Background: an optimization exercise with open tools, aiming at a short achievable clock period and few clock cycles per item. Do not read the settings as production practice.
Function was checked by simulation only, so behaviour that the tests miss may differ from the original.
Power and IR drop assume default switching activity.

`design.v`:
```
module md4_iter_core (
   input  logic         clk,
   input  logic         rst,
   input  logic         start,
   input  logic         init_sel,
   input  logic [511:0] block_in,
   input  logic [127:0] chain_in,
   output logic         ready,
   output logic         busy,
   output logic         done,
   output logic [127:0] digest
);
   localparam logic [127:0] MD4_IV = 128'h10325476_98badcfe_efcdab89_67452301;
   logic [1:0] v_q;        
   logic         ready_q;    
   logic         done_q;
   logic [127:0] digest_q;
   logic [511:0] x_q;        
   logic [127:0] cv_q;       
   logic [127:0] cv_in;
   logic [127:0] dg;
   logic         accept;
   logic [511:0] xk1_q;      
   logic [511:0] xk2_q;      
   logic [511:0] xk1_in, xk2_in;
   logic [31:0]  r1_h, r1_cn, r1_n2, r1_n3, r1_y0, r1_y1;
   logic [31:0]  r2_h, r2_cn, r2_n2, r2_n3, r2_y0, r2_y1;
   assign cv_in  = init_sel ? MD4_IV : chain_in;
   for (genvar m = 0; m < 16; m++) begin : g_xk
      assign xk1_in[32*m +: 32] = block_in[32*m +: 32] + 32'h5a827999;
      assign xk2_in[32*m +: 32] = block_in[32*m +: 32] + 32'h6ed9eba1;
   end
   assign ready  = ready_q;
   assign busy   = ~ready;
   assign accept = start & ready;
   assign done   = done_q;
   assign digest = digest_q;
   logic [31:0] n0, t0, cn0, y0, g1_0, g0_0, h1_0, h0_0, g0, h0, hh0;
   logic [31:0] yc0, yi0;
   logic [31:0] n1, t1, cn1, y1, g1_1, g0_1, h1_1, h0_1, g1, h1, hh1;
   logic [31:0] yc1, yi1;
   logic [31:0] n2, t2, cn2, y2, g1_2, g0_2, h1_2, h0_2, g2, h2, hh2;
   logic [31:0] yc2, yi2;
   logic [31:0] n3, t3, cn3, y3, g1_3, g0_3, h1_3, h0_3, g3, h3, hh3;
   logic [31:0] yc3, yi3;
   logic [31:0] n4, t4, cn4, y4, g1_4, g0_4, h1_4, h0_4, g4, h4, hh4;
   logic [31:0] n5, t5, cn5, y5, g1_5, g0_5, h1_5, h0_5, g5, h5, hh5;
   logic [31:0] n6, t6, cn6, y6, g1_6, g0_6, h1_6, h0_6, g6, h6, hh6;
   logic [31:0] n7, t7, cn7, y7, g1_7, g0_7, h1_7, h0_7, g7, h7, hh7;
   logic [31:0] n8, t8, cn8, y8, g1_8, g0_8, h1_8, h0_8, g8, h8, hh8;
   logic [31:0] n9, t9, cn9, y9, g1_9, g0_9, h1_9, h0_9, g9, h9, hh9;
   logic [31:0] n10, t10, cn10, y10, g1_10, g0_10, h1_10, h0_10, g10, h10, hh10;
   logic [31:0] n11, t11, cn11, y11, g1_11, g0_11, h1_11, h0_11, g11, h11, hh11;
   logic [31:0] n12, t12, cn12, y12, g1_12, g0_12, h1_12, h0_12, g12, h12, hh12;
   logic [31:0] n13, t13, cn13, y13, g1_13, g0_13, h1_13, h0_13, g13, h13, hh13;
   logic [31:0] n14, t14, cn14, y14, g1_14, g0_14, h1_14, h0_14, g14, h14, hh14;
   logic [31:0] n15, t15, cn15, y15, g1_15, g0_15, h1_15, h0_15, g15, h15, hh15;
   logic [31:0] n16, t16, cn16, y16, g1_16, g0_16, h1_16, h0_16, g16, h16, hh16;
   logic [31:0] n17, t17, cn17, y17, g1_17, g0_17, h1_17, h0_17, g17, h17, hh17;
   logic [31:0] n18, t18, cn18, y18, g1_18, g0_18, h1_18, h0_18, g18, h18, hh18;
   logic [31:0] n19, t19, cn19, y19, g1_19, g0_19, h1_19, h0_19, g19, h19, hh19;
   logic [31:0] n20, t20, cn20, y20, g1_20, g0_20, h1_20, h0_20, g20, h20, hh20;
   logic [31:0] n21, t21, cn21, y21, g1_21, g0_21, h1_21, h0_21, g21, h21, hh21;
   logic [31:0] n22, t22, cn22, y22, g1_22, g0_22, h1_22, h0_22, g22, h22, hh22;
   logic [31:0] n23, t23, cn23, y23, g1_23, g0_23, h1_23, h0_23, g23, h23, hh23;
   logic [31:0] n24, t24, cn24, y24, g1_24, g0_24, h1_24, h0_24, g24, h24, hh24;
   logic [31:0] n25, t25, cn25, y25, g1_25, g0_25, h1_25, h0_25, g25, h25, hh25;
   logic [31:0] n26, t26, cn26, y26, g1_26, g0_26, h1_26, h0_26, g26, h26, hh26;
   logic [31:0] n27, t27, cn27, y27, g1_27, g0_27, h1_27, h0_27, g27, h27, hh27;
   logic [31:0] n28, t28, cn28, y28, g1_28, g0_28, h1_28, h0_28, g28, h28, hh28;
   logic [31:0] n29, t29, cn29, y29, g1_29, g0_29, h1_29, h0_29, g29, h29, hh29;
   logic [31:0] n30, t30, cn30, y30, g1_30, g0_30, h1_30, h0_30, g30, h30, hh30;
   logic [31:0] n31, t31, cn31, y31, g1_31, g0_31, h1_31, h0_31, g31, h31, hh31;
   logic [31:0] n32, t32, cn32, y32, g1_32, g0_32, h1_32, h0_32, g32, h32, hh32;
   logic [31:0] n33, t33, cn33, y33, g1_33, g0_33, h1_33, h0_33, g33, h33, hh33;
   logic [31:0] n34, t34, cn34, y34, g1_34, g0_34, h1_34, h0_34, g34, h34, hh34;
   logic [31:0] n35, t35, cn35, y35, g1_35, g0_35, h1_35, h0_35, g35, h35, hh35;
   logic [31:0] n36, t36, cn36, y36, g1_36, g0_36, h1_36, h0_36, g36, h36, hh36;
   logic [31:0] n37, t37, cn37, y37, g1_37, g0_37, h1_37, h0_37, g37, h37, hh37;
   logic [31:0] n38, t38, cn38, y38, g1_38, g0_38, h1_38, h0_38, g38, h38, hh38;
   logic [31:0] n39, t39, cn39, y39, g1_39, g0_39, h1_39, h0_39, g39, h39, hh39;
   logic [31:0] n40, t40, cn40, y40, g1_40, g0_40, h1_40, h0_40, g40, h40, hh40;
   logic [31:0] n41, t41, cn41, y41, g1_41, g0_41, h1_41, h0_41, g41, h41, hh41;
   logic [31:0] n42, t42, cn42, y42, g1_42, g0_42, h1_42, h0_42, g42, h42, hh42;
   logic [31:0] n43, t43, cn43, y43, g1_43, g0_43, h1_43, h0_43, g43, h43, hh43;
   logic [31:0] n44, t44, cn44, y44, g1_44, g0_44, h1_44, h0_44, g44, h44, hh44;
   logic [31:0] n45, t45, cn45, y45, g1_45, g0_45, h1_45, h0_45, g45, h45, hh45;
   logic [31:0] n46, t46, cn46, y46, g1_46, g0_46, h1_46, h0_46, g46, h46, hh46;
   logic [31:0] n47, t47, cn47, y47, g1_47, g0_47, h1_47, h0_47, g47, h47, hh47;
   logic [31:0] rn1;
   logic [31:0] rt1;
   logic [31:0] s1_y0;
   logic [31:0] s1_y1;
   logic [31:0] rn2;
   logic [31:0] rt2;
   logic [31:0] s2_y0;
   logic [31:0] s2_y1;
   logic [31:0] dg1_g1, dg1_g0, dg1_h1, dg1_h0, dg1_g, dg1_h, dg1_hh, dg1_cn;
   md4_add u_y0 (.a(chain_in[31:0]), .b(block_in[31:0]), .s(yc0));
   assign yi0 = block_in[31:0] + 32'h67452301;
   assign y0 = init_sel ? yi0 : yc0;
   md4_pg #(.R(0), .INV(1)) u_pg0 (.c(cv_in[95:64]), .d(cv_in[127:96]), .y(y0), .g1(g1_0), .g0(g0_0), .h1(h1_0), .h0(h0_0));
   md4_sel_w u_sel0 (.b(cv_in[63:32]), .g1n(g1_0), .g0n(g0_0), .h1n(h1_0), .h0n(h0_0), .g(g0), .h(h0), .h2(hh0));
   md4_ks #(.INV(0)) u_ks0 (.g_in(g0), .h_in(h0), .cx(cn0), .t(t0));
   assign n0 = {t0[28:0], t0[31:29]};
   md4_add u_y1 (.a(chain_in[127:96]), .b(block_in[63:32]), .s(yc1));
   assign yi1 = block_in[63:32] + 32'h10325476;
   assign y1 = init_sel ? yi1 : yc1;
   md4_pg #(.R(0), .INV(0)) u_pg1 (.c(cv_in[63:32]), .d(cv_in[95:64]), .y(y1), .g1(g1_1), .g0(g0_1), .h1(h1_1), .h0(h0_1));
   md4_sel_f u_sel1 (.hb({hh0[28:0], hh0[31:29]}), .cbn({cn0[28:0], cn0[31:29]}), .g1(g1_1), .g0(g0_1), .h1(h1_1), .h0(h0_1), .g(g1), .h(h1), .h2(hh1));
   md4_ks #(.INV(0)) u_ks1 (.g_in(g1), .h_in(h1), .cx(cn1), .t(t1));
   assign n1 = {t1[24:0], t1[31:25]};
   md4_add u_y2 (.a(chain_in[95:64]), .b(block_in[95:64]), .s(yc2));
   assign yi2 = block_in[95:64] + 32'h98badcfe;
   assign y2 = init_sel ? yi2 : yc2;
   md4_pg #(.R(0), .INV(0)) u_pg2 (.c(n0), .d(cv_in[63:32]), .y(y2), .g1(g1_2), .g0(g0_2), .h1(h1_2), .h0(h0_2));
   md4_sel_f u_sel2 (.hb({hh1[24:0], hh1[31:25]}), .cbn({cn1[24:0], cn1[31:25]}), .g1(g1_2), .g0(g0_2), .h1(h1_2), .h0(h0_2), .g(g2), .h(h2), .h2(hh2));
   md4_ks #(.INV(0)) u_ks2 (.g_in(g2), .h_in(h2), .cx(cn2), .t(t2));
   assign n2 = {t2[20:0], t2[31:21]};
   md4_add u_y3 (.a(chain_in[63:32]), .b(block_in[127:96]), .s(yc3));
   assign yi3 = block_in[127:96] + 32'hefcdab89;
   assign y3 = init_sel ? yi3 : yc3;
   md4_pg #(.R(0), .INV(0)) u_pg3 (.c(n1), .d(n0), .y(y3), .g1(g1_3), .g0(g0_3), .h1(h1_3), .h0(h0_3));
   md4_sel_f u_sel3 (.hb({hh2[20:0], hh2[31:21]}), .cbn({cn2[20:0], cn2[31:21]}), .g1(g1_3), .g0(g0_3), .h1(h1_3), .h0(h0_3), .g(g3), .h(h3), .h2(hh3));
   md4_ks #(.INV(0)) u_ks3 (.g_in(g3), .h_in(h3), .cx(cn3), .t(t3));
   assign n3 = {t3[12:0], t3[31:13]};
   md4_add u_y4 (.a(n0), .b(block_in[159:128]), .s(y4));
   md4_pg #(.R(0), .INV(0)) u_pg4 (.c(n2), .d(n1), .y(y4), .g1(g1_4), .g0(g0_4), .h1(h1_4), .h0(h0_4));
   md4_sel_f u_sel4 (.hb({hh3[12:0], hh3[31:13]}), .cbn({cn3[12:0], cn3[31:13]}), .g1(g1_4), .g0(g0_4), .h1(h1_4), .h0(h0_4), .g(g4), .h(h4), .h2(hh4));
   md4_ks #(.INV(0)) u_ks4 (.g_in(g4), .h_in(h4), .cx(cn4), .t(t4));
   assign n4 = {t4[28:0], t4[31:29]};
   md4_add u_y5 (.a(n1), .b(block_in[191:160]), .s(y5));
   md4_pg #(.R(0), .INV(0)) u_pg5 (.c(n3), .d(n2), .y(y5), .g1(g1_5), .g0(g0_5), .h1(h1_5), .h0(h0_5));
   md4_sel_f u_sel5 (.hb({hh4[28:0], hh4[31:29]}), .cbn({cn4[28:0], cn4[31:29]}), .g1(g1_5), .g0(g0_5), .h1(h1_5), .h0(h0_5), .g(g5), .h(h5), .h2(hh5));
   md4_ks #(.INV(0)) u_ks5 (.g_in(g5), .h_in(h5), .cx(cn5), .t(t5));
   assign n5 = {t5[24:0], t5[31:25]};
   md4_add u_y6 (.a(n2), .b(block_in[223:192]), .s(y6));
   md4_pg #(.R(0), .INV(0)) u_pg6 (.c(n4), .d(n3), .y(y6), .g1(g1_6), .g0(g0_6), .h1(h1_6), .h0(h0_6));
   md4_sel_f u_sel6 (.hb({hh5[24:0], hh5[31:25]}), .cbn({cn5[24:0], cn5[31:25]}), .g1(g1_6), .g0(g0_6), .h1(h1_6), .h0(h0_6), .g(g6), .h(h6), .h2(hh6));
   md4_ks #(.INV(0)) u_ks6 (.g_in(g6), .h_in(h6), .cx(cn6), .t(t6));
   assign n6 = {t6[20:0], t6[31:21]};
   md4_add u_y7 (.a(n3), .b(block_in[255:224]), .s(y7));
   md4_pg #(.R(0), .INV(0)) u_pg7 (.c(n5), .d(n4), .y(y7), .g1(g1_7), .g0(g0_7), .h1(h1_7), .h0(h0_7));
   md4_sel_f u_sel7 (.hb({hh6[20:0], hh6[31:21]}), .cbn({cn6[20:0], cn6[31:21]}), .g1(g1_7), .g0(g0_7), .h1(h1_7), .h0(h0_7), .g(g7), .h(h7), .h2(hh7));
   md4_ks #(.INV(0)) u_ks7 (.g_in(g7), .h_in(h7), .cx(cn7), .t(t7));
   assign n7 = {t7[12:0], t7[31:13]};
   md4_add u_y8 (.a(n4), .b(block_in[287:256]), .s(y8));
   md4_pg #(.R(0), .INV(0)) u_pg8 (.c(n6), .d(n5), .y(y8), .g1(g1_8), .g0(g0_8), .h1(h1_8), .h0(h0_8));
   md4_sel_f u_sel8 (.hb({hh7[12:0], hh7[31:13]}), .cbn({cn7[12:0], cn7[31:13]}), .g1(g1_8), .g0(g0_8), .h1(h1_8), .h0(h0_8), .g(g8), .h(h8), .h2(hh8));
   md4_ks #(.INV(0)) u_ks8 (.g_in(g8), .h_in(h8), .cx(cn8), .t(t8));
   assign n8 = {t8[28:0], t8[31:29]};
   md4_add u_y9 (.a(n5), .b(block_in[319:288]), .s(y9));
   md4_pg #(.R(0), .INV(0)) u_pg9 (.c(n7), .d(n6), .y(y9), .g1(g1_9), .g0(g0_9), .h1(h1_9), .h0(h0_9));
   md4_sel_f u_sel9 (.hb({hh8[28:0], hh8[31:29]}), .cbn({cn8[28:0], cn8[31:29]}), .g1(g1_9), .g0(g0_9), .h1(h1_9), .h0(h0_9), .g(g9), .h(h9), .h2(hh9));
   md4_ks #(.INV(0)) u_ks9 (.g_in(g9), .h_in(h9), .cx(cn9), .t(t9));
   assign n9 = {t9[24:0], t9[31:25]};
   md4_add u_y10 (.a(n6), .b(block_in[351:320]), .s(y10));
   md4_pg #(.R(0), .INV(0)) u_pg10 (.c(n8), .d(n7), .y(y10), .g1(g1_10), .g0(g0_10), .h1(h1_10), .h0(h0_10));
   md4_sel_f u_sel10 (.hb({hh9[24:0], hh9[31:25]}), .cbn({cn9[24:0], cn9[31:25]}), .g1(g1_10), .g0(g0_10), .h1(h1_10), .h0(h0_10), .g(g10), .h(h10), .h2(hh10));
   md4_ks #(.INV(0)) u_ks10 (.g_in(g10), .h_in(h10), .cx(cn10), .t(t10));
   assign n10 = {t10[20:0], t10[31:21]};
   md4_add u_y11 (.a(n7), .b(block_in[383:352]), .s(y11));
   md4_pg #(.R(0), .INV(0)) u_pg11 (.c(n9), .d(n8), .y(y11), .g1(g1_11), .g0(g0_11), .h1(h1_11), .h0(h0_11));
   md4_sel_f u_sel11 (.hb({hh10[20:0], hh10[31:21]}), .cbn({cn10[20:0], cn10[31:21]}), .g1(g1_11), .g0(g0_11), .h1(h1_11), .h0(h0_11), .g(g11), .h(h11), .h2(hh11));
   md4_ks #(.INV(0)) u_ks11 (.g_in(g11), .h_in(h11), .cx(cn11), .t(t11));
   assign n11 = {t11[12:0], t11[31:13]};
   md4_add u_y12 (.a(n8), .b(block_in[415:384]), .s(y12));
   md4_pg #(.R(0), .INV(0)) u_pg12 (.c(n10), .d(n9), .y(y12), .g1(g1_12), .g0(g0_12), .h1(h1_12), .h0(h0_12));
   md4_sel_f u_sel12 (.hb({hh11[12:0], hh11[31:13]}), .cbn({cn11[12:0], cn11[31:13]}), .g1(g1_12), .g0(g0_12), .h1(h1_12), .h0(h0_12), .g(g12), .h(h12), .h2(hh12));
   md4_ks #(.INV(0)) u_ks12 (.g_in(g12), .h_in(h12), .cx(cn12), .t(t12));
   assign n12 = {t12[28:0], t12[31:29]};
   assign y13 = r1_y0;
   md4_pg #(.R(0), .INV(0)) u_pg13 (.c(r1_n2), .d(r1_n3), .y(y13), .g1(g1_13), .g0(g0_13), .h1(h1_13), .h0(h0_13));
   md4_sel_f u_sel13 (.hb({r1_h[28:0], r1_h[31:29]}), .cbn({r1_cn[28:0], r1_cn[31:29]}), .g1(g1_13), .g0(g0_13), .h1(h1_13), .h0(h0_13), .g(g13), .h(h13), .h2(hh13));
   md4_ks #(.INV(0)) u_ks13 (.g_in(g13), .h_in(h13), .cx(cn13), .t(t13));
   assign n13 = {t13[24:0], t13[31:25]};
   assign y14 = r1_y1;
   md4_pg #(.R(0), .INV(0)) u_pg14 (.c(rn1), .d(r1_n2), .y(y14), .g1(g1_14), .g0(g0_14), .h1(h1_14), .h0(h0_14));
   md4_sel_f u_sel14 (.hb({hh13[24:0], hh13[31:25]}), .cbn({cn13[24:0], cn13[31:25]}), .g1(g1_14), .g0(g0_14), .h1(h1_14), .h0(h0_14), .g(g14), .h(h14), .h2(hh14));
   md4_ks #(.INV(0)) u_ks14 (.g_in(g14), .h_in(h14), .cx(cn14), .t(t14));
   assign n14 = {t14[20:0], t14[31:21]};
   md4_add u_y15 (.a(r1_n2), .b(x_q[511:480]), .s(y15));
   md4_pg #(.R(0), .INV(0)) u_pg15 (.c(n13), .d(rn1), .y(y15), .g1(g1_15), .g0(g0_15), .h1(h1_15), .h0(h0_15));
   md4_sel_f u_sel15 (.hb({hh14[20:0], hh14[31:21]}), .cbn({cn14[20:0], cn14[31:21]}), .g1(g1_15), .g0(g0_15), .h1(h1_15), .h0(h0_15), .g(g15), .h(h15), .h2(hh15));
   md4_ks #(.INV(0)) u_ks15 (.g_in(g15), .h_in(h15), .cx(cn15), .t(t15));
   assign n15 = {t15[12:0], t15[31:13]};
   md4_add u_y16 (.a(rn1), .b(xk1_q[31:0]), .s(y16));
   md4_pg #(.R(1), .INV(0)) u_pg16 (.c(n14), .d(n13), .y(y16), .g1(g1_16), .g0(g0_16), .h1(h1_16), .h0(h0_16));
   md4_sel_f u_sel16 (.hb({hh15[12:0], hh15[31:13]}), .cbn({cn15[12:0], cn15[31:13]}), .g1(g1_16), .g0(g0_16), .h1(h1_16), .h0(h0_16), .g(g16), .h(h16), .h2(hh16));
   md4_ks #(.INV(0)) u_ks16 (.g_in(g16), .h_in(h16), .cx(cn16), .t(t16));
   assign n16 = {t16[28:0], t16[31:29]};
   md4_add u_y17 (.a(n13), .b(xk1_q[159:128]), .s(y17));
   md4_pg #(.R(1), .INV(0)) u_pg17 (.c(n15), .d(n14), .y(y17), .g1(g1_17), .g0(g0_17), .h1(h1_17), .h0(h0_17));
   md4_sel_f u_sel17 (.hb({hh16[28:0], hh16[31:29]}), .cbn({cn16[28:0], cn16[31:29]}), .g1(g1_17), .g0(g0_17), .h1(h1_17), .h0(h0_17), .g(g17), .h(h17), .h2(hh17));
   md4_ks #(.INV(0)) u_ks17 (.g_in(g17), .h_in(h17), .cx(cn17), .t(t17));
   assign n17 = {t17[26:0], t17[31:27]};
   md4_add u_y18 (.a(n14), .b(xk1_q[287:256]), .s(y18));
   md4_pg #(.R(1), .INV(0)) u_pg18 (.c(n16), .d(n15), .y(y18), .g1(g1_18), .g0(g0_18), .h1(h1_18), .h0(h0_18));
   md4_sel_f u_sel18 (.hb({hh17[26:0], hh17[31:27]}), .cbn({cn17[26:0], cn17[31:27]}), .g1(g1_18), .g0(g0_18), .h1(h1_18), .h0(h0_18), .g(g18), .h(h18), .h2(hh18));
   md4_ks #(.INV(0)) u_ks18 (.g_in(g18), .h_in(h18), .cx(cn18), .t(t18));
   assign n18 = {t18[22:0], t18[31:23]};
   md4_add u_y19 (.a(n15), .b(xk1_q[415:384]), .s(y19));
   md4_pg #(.R(1), .INV(0)) u_pg19 (.c(n17), .d(n16), .y(y19), .g1(g1_19), .g0(g0_19), .h1(h1_19), .h0(h0_19));
   md4_sel_f u_sel19 (.hb({hh18[22:0], hh18[31:23]}), .cbn({cn18[22:0], cn18[31:23]}), .g1(g1_19), .g0(g0_19), .h1(h1_19), .h0(h0_19), .g(g19), .h(h19), .h2(hh19));
   md4_ks #(.INV(0)) u_ks19 (.g_in(g19), .h_in(h19), .cx(cn19), .t(t19));
   assign n19 = {t19[18:0], t19[31:19]};
   md4_add u_y20 (.a(n16), .b(xk1_q[63:32]), .s(y20));
   md4_pg #(.R(1), .INV(0)) u_pg20 (.c(n18), .d(n17), .y(y20), .g1(g1_20), .g0(g0_20), .h1(h1_20), .h0(h0_20));
   md4_sel_f u_sel20 (.hb({hh19[18:0], hh19[31:19]}), .cbn({cn19[18:0], cn19[31:19]}), .g1(g1_20), .g0(g0_20), .h1(h1_20), .h0(h0_20), .g(g20), .h(h20), .h2(hh20));
   md4_ks #(.INV(0)) u_ks20 (.g_in(g20), .h_in(h20), .cx(cn20), .t(t20));
   assign n20 = {t20[28:0], t20[31:29]};
   md4_add u_y21 (.a(n17), .b(xk1_q[191:160]), .s(y21));
   md4_pg #(.R(1), .INV(0)) u_pg21 (.c(n19), .d(n18), .y(y21), .g1(g1_21), .g0(g0_21), .h1(h1_21), .h0(h0_21));
   md4_sel_f u_sel21 (.hb({hh20[28:0], hh20[31:29]}), .cbn({cn20[28:0], cn20[31:29]}), .g1(g1_21), .g0(g0_21), .h1(h1_21), .h0(h0_21), .g(g21), .h(h21), .h2(hh21));
   md4_ks #(.INV(0)) u_ks21 (.g_in(g21), .h_in(h21), .cx(cn21), .t(t21));
   assign n21 = {t21[26:0], t21[31:27]};
   md4_add u_y22 (.a(n18), .b(xk1_q[319:288]), .s(y22));
   md4_pg #(.R(1), .INV(0)) u_pg22 (.c(n20), .d(n19), .y(y22), .g1(g1_22), .g0(g0_22), .h1(h1_22), .h0(h0_22));
   md4_sel_f u_sel22 (.hb({hh21[26:0], hh21[31:27]}), .cbn({cn21[26:0], cn21[31:27]}), .g1(g1_22), .g0(g0_22), .h1(h1_22), .h0(h0_22), .g(g22), .h(h22), .h2(hh22));
   md4_ks #(.INV(0)) u_ks22 (.g_in(g22), .h_in(h22), .cx(cn22), .t(t22));
   assign n22 = {t22[22:0], t22[31:23]};
   md4_add u_y23 (.a(n19), .b(xk1_q[447:416]), .s(y23));
   md4_pg #(.R(1), .INV(0)) u_pg23 (.c(n21), .d(n20), .y(y23), .g1(g1_23), .g0(g0_23), .h1(h1_23), .h0(h0_23));
   md4_sel_f u_sel23 (.hb({hh22[22:0], hh22[31:23]}), .cbn({cn22[22:0], cn22[31:23]}), .g1(g1_23), .g0(g0_23), .h1(h1_23), .h0(h0_23), .g(g23), .h(h23), .h2(hh23));
   md4_ks #(.INV(0)) u_ks23 (.g_in(g23), .h_in(h23), .cx(cn23), .t(t23));
   assign n23 = {t23[18:0], t23[31:19]};
   md4_add u_y24 (.a(n20), .b(xk1_q[95:64]), .s(y24));
   md4_pg #(.R(1), .INV(0)) u_pg24 (.c(n22), .d(n21), .y(y24), .g1(g1_24), .g0(g0_24), .h1(h1_24), .h0(h0_24));
   md4_sel_f u_sel24 (.hb({hh23[18:0], hh23[31:19]}), .cbn({cn23[18:0], cn23[31:19]}), .g1(g1_24), .g0(g0_24), .h1(h1_24), .h0(h0_24), .g(g24), .h(h24), .h2(hh24));
   md4_ks #(.INV(0)) u_ks24 (.g_in(g24), .h_in(h24), .cx(cn24), .t(t24));
   assign n24 = {t24[28:0], t24[31:29]};
   md4_add u_y25 (.a(n21), .b(xk1_q[223:192]), .s(y25));
   md4_pg #(.R(1), .INV(0)) u_pg25 (.c(n23), .d(n22), .y(y25), .g1(g1_25), .g0(g0_25), .h1(h1_25), .h0(h0_25));
   md4_sel_f u_sel25 (.hb({hh24[28:0], hh24[31:29]}), .cbn({cn24[28:0], cn24[31:29]}), .g1(g1_25), .g0(g0_25), .h1(h1_25), .h0(h0_25), .g(g25), .h(h25), .h2(hh25));
   md4_ks #(.INV(0)) u_ks25 (.g_in(g25), .h_in(h25), .cx(cn25), .t(t25));
   assign n25 = {t25[26:0], t25[31:27]};
   md4_add u_y26 (.a(n22), .b(xk1_q[351:320]), .s(y26));
   md4_pg #(.R(1), .INV(0)) u_pg26 (.c(n24), .d(n23), .y(y26), .g1(g1_26), .g0(g0_26), .h1(h1_26), .h0(h0_26));
   md4_sel_f u_sel26 (.hb({hh25[26:0], hh25[31:27]}), .cbn({cn25[26:0], cn25[31:27]}), .g1(g1_26), .g0(g0_26), .h1(h1_26), .h0(h0_26), .g(g26), .h(h26), .h2(hh26));
   md4_ks #(.INV(0)) u_ks26 (.g_in(g26), .h_in(h26), .cx(cn26), .t(t26));
   assign n26 = {t26[22:0], t26[31:23]};
   md4_add u_y27 (.a(n23), .b(xk1_q[479:448]), .s(y27));
   md4_pg #(.R(1), .INV(0)) u_pg27 (.c(n25), .d(n24), .y(y27), .g1(g1_27), .g0(g0_27), .h1(h1_27), .h0(h0_27));
   md4_sel_f u_sel27 (.hb({hh26[22:0], hh26[31:23]}), .cbn({cn26[22:0], cn26[31:23]}), .g1(g1_27), .g0(g0_27), .h1(h1_27), .h0(h0_27), .g(g27), .h(h27), .h2(hh27));
   md4_ks #(.INV(0)) u_ks27 (.g_in(g27), .h_in(h27), .cx(cn27), .t(t27));
   assign n27 = {t27[18:0], t27[31:19]};
   md4_add u_y28 (.a(n24), .b(xk1_q[127:96]), .s(y28));
   md4_pg #(.R(1), .INV(0)) u_pg28 (.c(n26), .d(n25), .y(y28), .g1(g1_28), .g0(g0_28), .h1(h1_28), .h0(h0_28));
   md4_sel_f u_sel28 (.hb({hh27[18:0], hh27[31:19]}), .cbn({cn27[18:0], cn27[31:19]}), .g1(g1_28), .g0(g0_28), .h1(h1_28), .h0(h0_28), .g(g28), .h(h28), .h2(hh28));
   md4_ks #(.INV(0)) u_ks28 (.g_in(g28), .h_in(h28), .cx(cn28), .t(t28));
   assign n28 = {t28[28:0], t28[31:29]};
   md4_add u_y29 (.a(n25), .b(xk1_q[255:224]), .s(y29));
   md4_pg #(.R(1), .INV(0)) u_pg29 (.c(n27), .d(n26), .y(y29), .g1(g1_29), .g0(g0_29), .h1(h1_29), .h0(h0_29));
   md4_sel_f u_sel29 (.hb({hh28[28:0], hh28[31:29]}), .cbn({cn28[28:0], cn28[31:29]}), .g1(g1_29), .g0(g0_29), .h1(h1_29), .h0(h0_29), .g(g29), .h(h29), .h2(hh29));
   md4_ks #(.INV(0)) u_ks29 (.g_in(g29), .h_in(h29), .cx(cn29), .t(t29));
   assign n29 = {t29[26:0], t29[31:27]};
   md4_add u_y30 (.a(n26), .b(xk1_q[383:352]), .s(y30));
   md4_pg #(.R(1), .INV(0)) u_pg30 (.c(n28), .d(n27), .y(y30), .g1(g1_30), .g0(g0_30), .h1(h1_30), .h0(h0_30));
   md4_sel_f u_sel30 (.hb({hh29[26:0], hh29[31:27]}), .cbn({cn29[26:0], cn29[31:27]}), .g1(g1_30), .g0(g0_30), .h1(h1_30), .h0(h0_30), .g(g30), .h(h30), .h2(hh30));
   md4_ks #(.INV(0)) u_ks30 (.g_in(g30), .h_in(h30), .cx(cn30), .t(t30));
   assign n30 = {t30[22:0], t30[31:23]};
   assign y31 = r2_y0;
   md4_pg #(.R(1), .INV(0)) u_pg31 (.c(r2_n2), .d(r2_n3), .y(y31), .g1(g1_31), .g0(g0_31), .h1(h1_31), .h0(h0_31));
   md4_sel_f u_sel31 (.hb({r2_h[22:0], r2_h[31:23]}), .cbn({r2_cn[22:0], r2_cn[31:23]}), .g1(g1_31), .g0(g0_31), .h1(h1_31), .h0(h0_31), .g(g31), .h(h31), .h2(hh31));
   md4_ks #(.INV(0)) u_ks31 (.g_in(g31), .h_in(h31), .cx(cn31), .t(t31));
   assign n31 = {t31[18:0], t31[31:19]};
   assign y32 = r2_y1;
   md4_pg #(.R(2), .INV(0)) u_pg32 (.c(rn2), .d(r2_n2), .y(y32), .g1(g1_32), .g0(g0_32), .h1(h1_32), .h0(h0_32));
   md4_sel_f u_sel32 (.hb({hh31[18:0], hh31[31:19]}), .cbn({cn31[18:0], cn31[31:19]}), .g1(g1_32), .g0(g0_32), .h1(h1_32), .h0(h0_32), .g(g32), .h(h32), .h2(hh32));
   md4_ks #(.INV(0)) u_ks32 (.g_in(g32), .h_in(h32), .cx(cn32), .t(t32));
   assign n32 = {t32[28:0], t32[31:29]};
   md4_add u_y33 (.a(r2_n2), .b(xk2_q[287:256]), .s(y33));
   md4_pg #(.R(2), .INV(0)) u_pg33 (.c(n31), .d(rn2), .y(y33), .g1(g1_33), .g0(g0_33), .h1(h1_33), .h0(h0_33));
   md4_sel_f u_sel33 (.hb({hh32[28:0], hh32[31:29]}), .cbn({cn32[28:0], cn32[31:29]}), .g1(g1_33), .g0(g0_33), .h1(h1_33), .h0(h0_33), .g(g33), .h(h33), .h2(hh33));
   md4_ks #(.INV(0)) u_ks33 (.g_in(g33), .h_in(h33), .cx(cn33), .t(t33));
   assign n33 = {t33[22:0], t33[31:23]};
   md4_add u_y34 (.a(rn2), .b(xk2_q[159:128]), .s(y34));
   md4_pg #(.R(2), .INV(0)) u_pg34 (.c(n32), .d(n31), .y(y34), .g1(g1_34), .g0(g0_34), .h1(h1_34), .h0(h0_34));
   md4_sel_f u_sel34 (.hb({hh33[22:0], hh33[31:23]}), .cbn({cn33[22:0], cn33[31:23]}), .g1(g1_34), .g0(g0_34), .h1(h1_34), .h0(h0_34), .g(g34), .h(h34), .h2(hh34));
   md4_ks #(.INV(0)) u_ks34 (.g_in(g34), .h_in(h34), .cx(cn34), .t(t34));
   assign n34 = {t34[20:0], t34[31:21]};
   md4_add u_y35 (.a(n31), .b(xk2_q[415:384]), .s(y35));
   md4_pg #(.R(2), .INV(0)) u_pg35 (.c(n33), .d(n32), .y(y35), .g1(g1_35), .g0(g0_35), .h1(h1_35), .h0(h0_35));
   md4_sel_f u_sel35 (.hb({hh34[20:0], hh34[31:21]}), .cbn({cn34[20:0], cn34[31:21]}), .g1(g1_35), .g0(g0_35), .h1(h1_35), .h0(h0_35), .g(g35), .h(h35), .h2(hh35));
   md4_ks #(.INV(0)) u_ks35 (.g_in(g35), .h_in(h35), .cx(cn35), .t(t35));
   assign n35 = {t35[16:0], t35[31:17]};
   md4_add u_y36 (.a(n32), .b(xk2_q[95:64]), .s(y36));
   md4_pg #(.R(2), .INV(0)) u_pg36 (.c(n34), .d(n33), .y(y36), .g1(g1_36), .g0(g0_36), .h1(h1_36), .h0(h0_36));
   md4_sel_f u_sel36 (.hb({hh35[16:0], hh35[31:17]}), .cbn({cn35[16:0], cn35[31:17]}), .g1(g1_36), .g0(g0_36), .h1(h1_36), .h0(h0_36), .g(g36), .h(h36), .h2(hh36));
   md4_ks #(.INV(0)) u_ks36 (.g_in(g36), .h_in(h36), .cx(cn36), .t(t36));
   assign n36 = {t36[28:0], t36[31:29]};
   md4_add u_y37 (.a(n33), .b(xk2_q[351:320]), .s(y37));
   md4_pg #(.R(2), .INV(0)) u_pg37 (.c(n35), .d(n34), .y(y37), .g1(g1_37), .g0(g0_37), .h1(h1_37), .h0(h0_37));
   md4_sel_f u_sel37 (.hb({hh36[28:0], hh36[31:29]}), .cbn({cn36[28:0], cn36[31:29]}), .g1(g1_37), .g0(g0_37), .h1(h1_37), .h0(h0_37), .g(g37), .h(h37), .h2(hh37));
   md4_ks #(.INV(0)) u_ks37 (.g_in(g37), .h_in(h37), .cx(cn37), .t(t37));
   assign n37 = {t37[22:0], t37[31:23]};
   md4_add u_y38 (.a(n34), .b(xk2_q[223:192]), .s(y38));
   md4_pg #(.R(2), .INV(0)) u_pg38 (.c(n36), .d(n35), .y(y38), .g1(g1_38), .g0(g0_38), .h1(h1_38), .h0(h0_38));
   md4_sel_f u_sel38 (.hb({hh37[22:0], hh37[31:23]}), .cbn({cn37[22:0], cn37[31:23]}), .g1(g1_38), .g0(g0_38), .h1(h1_38), .h0(h0_38), .g(g38), .h(h38), .h2(hh38));
   md4_ks #(.INV(0)) u_ks38 (.g_in(g38), .h_in(h38), .cx(cn38), .t(t38));
   assign n38 = {t38[20:0], t38[31:21]};
   md4_add u_y39 (.a(n35), .b(xk2_q[479:448]), .s(y39));
   md4_pg #(.R(2), .INV(0)) u_pg39 (.c(n37), .d(n36), .y(y39), .g1(g1_39), .g0(g0_39), .h1(h1_39), .h0(h0_39));
   md4_sel_f u_sel39 (.hb({hh38[20:0], hh38[31:21]}), .cbn({cn38[20:0], cn38[31:21]}), .g1(g1_39), .g0(g0_39), .h1(h1_39), .h0(h0_39), .g(g39), .h(h39), .h2(hh39));
   md4_ks #(.INV(0)) u_ks39 (.g_in(g39), .h_in(h39), .cx(cn39), .t(t39));
   assign n39 = {t39[16:0], t39[31:17]};
   md4_add u_y40 (.a(n36), .b(xk2_q[63:32]), .s(y40));
   md4_pg #(.R(2), .INV(0)) u_pg40 (.c(n38), .d(n37), .y(y40), .g1(g1_40), .g0(g0_40), .h1(h1_40), .h0(h0_40));
   md4_sel_f u_sel40 (.hb({hh39[16:0], hh39[31:17]}), .cbn({cn39[16:0], cn39[31:17]}), .g1(g1_40), .g0(g0_40), .h1(h1_40), .h0(h0_40), .g(g40), .h(h40), .h2(hh40));
   md4_ks #(.INV(0)) u_ks40 (.g_in(g40), .h_in(h40), .cx(cn40), .t(t40));
   assign n40 = {t40[28:0], t40[31:29]};
   md4_add u_y41 (.a(n37), .b(xk2_q[319:288]), .s(y41));
   md4_pg #(.R(2), .INV(0)) u_pg41 (.c(n39), .d(n38), .y(y41), .g1(g1_41), .g0(g0_41), .h1(h1_41), .h0(h0_41));
   md4_sel_f u_sel41 (.hb({hh40[28:0], hh40[31:29]}), .cbn({cn40[28:0], cn40[31:29]}), .g1(g1_41), .g0(g0_41), .h1(h1_41), .h0(h0_41), .g(g41), .h(h41), .h2(hh41));
   md4_ks #(.INV(0)) u_ks41 (.g_in(g41), .h_in(h41), .cx(cn41), .t(t41));
   assign n41 = {t41[22:0], t41[31:23]};
   md4_add u_y42 (.a(n38), .b(xk2_q[191:160]), .s(y42));
   md4_pg #(.R(2), .INV(0)) u_pg42 (.c(n40), .d(n39), .y(y42), .g1(g1_42), .g0(g0_42), .h1(h1_42), .h0(h0_42));
   md4_sel_f u_sel42 (.hb({hh41[22:0], hh41[31:23]}), .cbn({cn41[22:0], cn41[31:23]}), .g1(g1_42), .g0(g0_42), .h1(h1_42), .h0(h0_42), .g(g42), .h(h42), .h2(hh42));
   md4_ks #(.INV(0)) u_ks42 (.g_in(g42), .h_in(h42), .cx(cn42), .t(t42));
   assign n42 = {t42[20:0], t42[31:21]};
   md4_add u_y43 (.a(n39), .b(xk2_q[447:416]), .s(y43));
   md4_pg #(.R(2), .INV(0)) u_pg43 (.c(n41), .d(n40), .y(y43), .g1(g1_43), .g0(g0_43), .h1(h1_43), .h0(h0_43));
   md4_sel_f u_sel43 (.hb({hh42[20:0], hh42[31:21]}), .cbn({cn42[20:0], cn42[31:21]}), .g1(g1_43), .g0(g0_43), .h1(h1_43), .h0(h0_43), .g(g43), .h(h43), .h2(hh43));
   md4_ks #(.INV(0)) u_ks43 (.g_in(g43), .h_in(h43), .cx(cn43), .t(t43));
   assign n43 = {t43[16:0], t43[31:17]};
   md4_add u_y44 (.a(n40), .b(xk2_q[127:96]), .s(y44));
   md4_pg #(.R(2), .INV(0)) u_pg44 (.c(n42), .d(n41), .y(y44), .g1(g1_44), .g0(g0_44), .h1(h1_44), .h0(h0_44));
   md4_sel_f u_sel44 (.hb({hh43[16:0], hh43[31:17]}), .cbn({cn43[16:0], cn43[31:17]}), .g1(g1_44), .g0(g0_44), .h1(h1_44), .h0(h0_44), .g(g44), .h(h44), .h2(hh44));
   md4_ks #(.INV(0)) u_ks44 (.g_in(g44), .h_in(h44), .cx(cn44), .t(t44));
   assign n44 = {t44[28:0], t44[31:29]};
   md4_add u_y45 (.a(n41), .b(xk2_q[383:352]), .s(y45));
   md4_pg #(.R(2), .INV(0)) u_pg45 (.c(n43), .d(n42), .y(y45), .g1(g1_45), .g0(g0_45), .h1(h1_45), .h0(h0_45));
   md4_sel_f u_sel45 (.hb({hh44[28:0], hh44[31:29]}), .cbn({cn44[28:0], cn44[31:29]}), .g1(g1_45), .g0(g0_45), .h1(h1_45), .h0(h0_45), .g(g45), .h(h45), .h2(hh45));
   md4_ks #(.INV(0)) u_ks45 (.g_in(g45), .h_in(h45), .cx(cn45), .t(t45));
   assign n45 = {t45[22:0], t45[31:23]};
   md4_add u_y46 (.a(n42), .b(xk2_q[255:224]), .s(y46));
   md4_pg #(.R(2), .INV(0)) u_pg46 (.c(n44), .d(n43), .y(y46), .g1(g1_46), .g0(g0_46), .h1(h1_46), .h0(h0_46));
   md4_sel_f u_sel46 (.hb({hh45[22:0], hh45[31:23]}), .cbn({cn45[22:0], cn45[31:23]}), .g1(g1_46), .g0(g0_46), .h1(h1_46), .h0(h0_46), .g(g46), .h(h46), .h2(hh46));
   md4_ks #(.INV(0)) u_ks46 (.g_in(g46), .h_in(h46), .cx(cn46), .t(t46));
   assign n46 = {t46[20:0], t46[31:21]};
   md4_add u_y47 (.a(n43), .b(xk2_q[511:480]), .s(y47));
   md4_pg #(.R(2), .INV(0)) u_pg47 (.c(n45), .d(n44), .y(y47), .g1(g1_47), .g0(g0_47), .h1(h1_47), .h0(h0_47));
   md4_sel_f u_sel47 (.hb({hh46[20:0], hh46[31:21]}), .cbn({cn46[20:0], cn46[31:21]}), .g1(g1_47), .g0(g0_47), .h1(h1_47), .h0(h0_47), .g(g47), .h(h47), .h2(hh47));
   md4_ks #(.INV(0)) u_ks47 (.g_in(g47), .h_in(h47), .cx(cn47), .t(t47));
   assign n47 = {t47[16:0], t47[31:17]};
   assign rn1 = {rt1[28:0], rt1[31:29]};
   assign rt1 = ~(r1_h ^ r1_cn);
   md4_add u_s1_y0 (.a(n9), .b(block_in[447:416]), .s(s1_y0));
   md4_add u_s1_y1 (.a(n10), .b(block_in[479:448]), .s(s1_y1));
   assign rn2 = {rt2[22:0], rt2[31:23]};
   assign rt2 = ~(r2_h ^ r2_cn);
   md4_add u_s2_y0 (.a(n27), .b(xk1_q[511:480]), .s(s2_y0));
   md4_add u_s2_y1 (.a(n28), .b(xk2_q[31:0]), .s(s2_y1));
   md4_add u_dg0 (.a(n44), .b(cv_q[31:0]), .s(dg[31:0]));
   md4_add u_dg2 (.a(n46), .b(cv_q[95:64]), .s(dg[95:64]));
   md4_add u_dg3 (.a(n45), .b(cv_q[127:96]), .s(dg[127:96]));
   md4_pg #(.R(3), .INV(0)) u_pgdg1 (.c('0), .d('0), .y(cv_q[63:32]), .g1(dg1_g1), .g0(dg1_g0), .h1(dg1_h1), .h0(dg1_h0));
   md4_sel_f u_seldg1 (.hb({hh47[16:0], hh47[31:17]}), .cbn({cn47[16:0], cn47[31:17]}), .g1(dg1_g1), .g0(dg1_g0), .h1(dg1_h1), .h0(dg1_h0), .g(dg1_g), .h(dg1_h), .h2(dg1_hh));
   md4_ks #(.INV(0)) u_dg1 (.g_in(dg1_g), .h_in(dg1_h), .cx(dg1_cn), .t(dg[63:32]));
   always_ff @(posedge clk) begin
      r1_h <= hh12;
      r1_cn <= cn12;
      r1_n2 <= n11;
      r1_n3 <= n10;
      r1_y0 <= s1_y0;
      r1_y1 <= s1_y1;
      r2_h <= hh30;
      r2_cn <= cn30;
      r2_n2 <= n29;
      r2_n3 <= n28;
      r2_y0 <= s2_y0;
      r2_y1 <= s2_y1;
   end
   always_ff @(posedge clk) begin
      if (ready) begin
         x_q   <= block_in;
         xk1_q <= xk1_in;
         xk2_q <= xk2_in;
         cv_q  <= cv_in;
      end
   end
   always_ff @(posedge clk or posedge rst) begin
      if (rst) begin
         v_q      <= '0;
         ready_q  <= 1'b1;
         done_q   <= 1'b0;
         digest_q <= '0;
      end else begin
         v_q      <= {v_q[0:0], accept};
         ready_q  <= ~(|{v_q[0:0], accept});
         done_q   <= v_q[1];
         if (v_q[1]) begin
            digest_q <= dg;
         end
      end
   end
endmodule
module g_a21oi (input logic a1, input logic a2, input logic b1, output logic y);
   assign y = ~((a1 & a2) | b1);
endmodule
module g_o21ai (input logic a1, input logic a2, input logic b1, output logic y);
   assign y = ~((a1 | a2) & b1);
endmodule
module g_nand2 (input logic a, input logic b, output logic y);
   assign y = ~(a & b);
endmodule
module g_nor2 (input logic a, input logic b, output logic y);
   assign y = ~(a | b);
endmodule
module g_xnor2 (input logic a, input logic b, output logic y);
   assign y = ~(a ^ b);
endmodule
module g_inv (input logic a, output logic y);
   assign y = ~a;
endmodule
module g_mux2 (input logic a0, input logic a1, input logic s, output logic y);
   assign y = s ? a1 : a0;
endmodule
module g_mux2i (input logic a0, input logic a1, input logic s, output logic y);
   assign y = ~(s ? a1 : a0);
endmodule
module md4_ks #(
   parameter int INV = 1
) (
   input  logic [31:0] g_in,
   input  logic [31:0] h_in,
   output logic [31:0] cx,
   output logic [31:0] t
);
   logic [31:0] g [6];
   logic [31:0] p [6];
   assign g[0] = g_in;
   assign p[0] = h_in;
   for (genvar l = 1; l <= 5; l++) begin : g_lvl
      localparam int D = 1 << (l - 1);
      localparam bit NEG = ((INV + l - 1) % 2) == 1;    
      for (genvar j = 0; j < 32; j++) begin : g_bit
         if (j < D) begin : g_pass
            g_inv u_g (.a(g[l-1][j]), .y(g[l][j]));
            assign p[l][j] = 1'b0;
         end else if (NEG) begin : g_neg
            g_o21ai u_g (.a1(p[l-1][j]), .a2(g[l-1][j-D]), .b1(g[l-1][j]), .y(g[l][j]));
            if (j >= 2 * D) begin : g_p
               g_nor2 u_p (.a(p[l-1][j]), .b(p[l-1][j-D]), .y(p[l][j]));
            end else begin : g_np
               assign p[l][j] = 1'b0;
            end
         end else begin : g_pos
            g_a21oi u_g (.a1(p[l-1][j]), .a2(g[l-1][j-D]), .b1(g[l-1][j]), .y(g[l][j]));
            if (j >= 2 * D) begin : g_p
               g_nand2 u_p (.a(p[l-1][j]), .b(p[l-1][j-D]), .y(p[l][j]));
            end else begin : g_np
               assign p[l][j] = 1'b0;
            end
         end
      end
   end
   assign cx = {g[5][30:0], INV ? 1'b0 : 1'b1};
   if (INV == 1) begin : g_tinv
      g_inv u_t0 (.a(h_in[0]), .y(t[0]));
   end else begin : g_ttrue
      assign t[0] = h_in[0];
   end
   for (genvar j = 1; j < 32; j++) begin : g_sum
      g_xnor2 u_t (.a(h_in[j]), .b(cx[j]), .y(t[j]));
   end
endmodule
module md4_add (
   input  logic [31:0] a,
   input  logic [31:0] b,
   output logic [31:0] s
);
   logic [31:0] gn, hn, c;
   for (genvar j = 0; j < 32; j++) begin : g_bit
      g_nand2 u_g (.a(a[j]), .b(b[j]), .y(gn[j]));
      g_xnor2 u_h (.a(a[j]), .b(b[j]), .y(hn[j]));
   end
   md4_ks #(.INV(1)) u_ks (.g_in(gn), .h_in(hn), .cx(c), .t(s));
endmodule
module md4_pg #(
   parameter int R = 0,
   parameter int INV = 0
) (
   input  logic [31:0] c,
   input  logic [31:0] d,
   input  logic [31:0] y,
   output logic [31:0] g1,
   output logic [31:0] g0,
   output logic [31:0] h1,
   output logic [31:0] h0
);
   logic [31:0] f1, f0;
   if (R == 0) begin : g_r0
      assign f1 = c;
      assign f0 = d;
   end else if (R == 1) begin : g_r1
      assign f1 = c | d;
      assign f0 = c & d;
   end else if (R == 2) begin : g_r2
      assign f1 = ~(c ^ d);
      assign f0 = c ^ d;
   end else begin : g_id
      assign f1 = '1;
      assign f0 = '0;
   end
   assign g1 = INV ? ~(f1 & y) : (f1 & y);
   assign g0 = INV ? ~(f0 & y) : (f0 & y);
   assign h1 = INV ? ~(f1 ^ y) : (f1 ^ y);
   assign h0 = INV ? ~(f0 ^ y) : (f0 ^ y);
endmodule
module md4_sel_w (
   input  logic [31:0] b,
   input  logic [31:0] g1n,
   input  logic [31:0] g0n,
   input  logic [31:0] h1n,
   input  logic [31:0] h0n,
   output logic [31:0] g,
   output logic [31:0] h,
   output logic [31:0] h2
);
   for (genvar j = 0; j < 32; j++) begin : g_bit
      g_mux2i u_g (.a0(g0n[j]), .a1(g1n[j]), .s(b[j]), .y(g[j]));
      g_mux2i u_h (.a0(h0n[j]), .a1(h1n[j]), .s(b[j]), .y(h[j]));
      g_mux2i u_h2 (.a0(h0n[j]), .a1(h1n[j]), .s(b[j]), .y(h2[j]));
   end
endmodule
module md4_sel_f (
   input  logic [31:0] hb,
   input  logic [31:0] cbn,
   input  logic [31:0] g1,
   input  logic [31:0] g0,
   input  logic [31:0] h1,
   input  logic [31:0] h0,
   output logic [31:0] g,
   output logic [31:0] h,
   output logic [31:0] h2
);
   logic [31:0] gan, gbn, han, hbn;
   for (genvar j = 0; j < 32; j++) begin : g_bit
      g_mux2i u_ga (.a0(g0[j]), .a1(g1[j]), .s(hb[j]), .y(gan[j]));    
      g_mux2i u_gb (.a0(g1[j]), .a1(g0[j]), .s(hb[j]), .y(gbn[j]));    
      g_mux2i u_ha (.a0(h0[j]), .a1(h1[j]), .s(hb[j]), .y(han[j]));
      g_mux2i u_hb (.a0(h1[j]), .a1(h0[j]), .s(hb[j]), .y(hbn[j]));
      g_mux2i u_g (.a0(gbn[j]), .a1(gan[j]), .s(cbn[j]), .y(g[j]));
      g_mux2i u_h (.a0(hbn[j]), .a1(han[j]), .s(cbn[j]), .y(h[j]));
      g_mux2i u_h2 (.a0(hbn[j]), .a1(han[j]), .s(cbn[j]), .y(h2[j]));
   end
endmodule
```
`run.sh`:
```
#!/bin/bash
# synth_recipe.tcl (not shown) runs the flow's synth.tcl, then flattens the netlist and writes it again
# the make line also repeats each setting of config.mk as NAME=value (left out here)
make -C /OpenROAD-flow-scripts/flow DESIGN_CONFIG=/design/flow/config.mk WORK_HOME=/design/flow/orfs CLKGATE_MAP_FILE= SYNTH_SCRIPT=/design/flow/synth_recipe.tcl finish
```
`config.mk`:
```
export PLATFORM = sky130hd
export DESIGN_NAME = md4_iter_core
export DESIGN_NICKNAME = md4_iter_core
export VERILOG_FILES = /design/flow/design.v
export SDC_FILE = /design/flow/constraint.sdc
export NUM_CORES = 4
export LEC_CHECK = 0
export CAP_MARGIN = 20
export CORE_MARGIN = 2
export CORE_UTILIZATION = 55
export PLACE_DENSITY = 0.65
export SETUP_SLACK_MARGIN = 3
export SLEW_MARGIN = 20
export SYNTH_HIERARCHICAL = 1
```
`constraint.sdc`:
```
create_clock -name core_clock -period 25.0 [get_ports {clk}]
set_input_delay 5.0000 -clock core_clock [delete_from_list [all_inputs] [get_ports {clk}]]
set_output_delay 5.0000 -clock core_clock [all_outputs]
set_load 0.01 [all_outputs]
```
==> flow_summary.yaml <==
synth:
  syn_inst: 54350
  ys_warn_count: 17
  synth_area_um2: 418500
  syn_avg_cell_area_um2: 7.701
floorplan:
  die_w_um: 876.4
  die-height_um: 876.4
  floorplan.initialDensity: 0.5516
  pin_count: 775
  rows: 320
clocking:
  numCtsBuffers: 200
  clockRootBuffer: "clkbuf_16"
  clock-sinks: 1652
  cts_hold_buffers: 0
  clockBufferDepth: 4
  htreeDepth: 4
status:
  error_line: "[ERROR GRT-0116] Global routing finished with congestion. Check the congestion regions in the DRC Viewer."
  status: "did not finish"
  stop_stage: "global routing"
global_routing:
  grt_pass1_vias: 512300
  gr-usage-all-layers: 0.7047
  grt_first_pass_wirelength_um: 3913000
  grt_max_degree: 170
  grt-ovfl-total: 713
place:
  gp_congestion: 1.560
  hpwlAfterDp_um: 2269000
  port_buffers: 774
  post_dp_cell_area_um2: 525800
==> timing repair <==
item | CTS
pin swaps | 33
resized for setup | 1094
buffers inserted | 74
setup endpoints to repair | 508
endpoints found under the hold margin | 0
==> through the flow <==
stage	worst slack [ns]	std cells	total power, mW	util
floorplan	4.718	54380	4765	-
detailed placement	-3.234	76500	8731	0.6930
CTS	0.5387	76940	9058	0.7103
global placement	-2.765	76500	8639	0.6929
==> how the worst min path moves through the flow <==
stage / endpoint / slack, ns / cells past startpoint / start
after floorplan: v_q[1]$_DFF_PP0_ / 0.35 / 0 / v_q[0]$_DFF_PP0_
after global placement: v_q[1]$_DFF_PP0_ / 0.36 / 0 / v_q[0]$_DFF_PP0_
after detailed placement: v_q[1]$_DFF_PP0_ / 0.37 / 0 / v_q[0]$_DFF_PP0_
after CTS: v_q[1]$_DFF_PP0_ / 0.38 / 0 / v_q[0]$_DFF_PP0_
==> power groups by stage <==
stage          Clock, mW  Sequential (mW)  Combinational, mW
4_1_cts             3.15             14.2               9040
3_5_place_dp           0             14.3               8720
3_3_place_gp           0             14.4               8630
2_1_floorplan          0             17.2               4750
==> layer usage <==
| metal | GRT usage | GRT overflow |
|---|---|---|
| met1 | 0.7088 | 4 |
| met2 | 0.8405 | 423 |
| met3 | 0.5882 | 21 |
| met4 | 0.6625 | 265 |
| met5 | 0.3897 | 0 |
Testbench counts, summed over its fixed seeds: cycles 1,536, blocks 512.
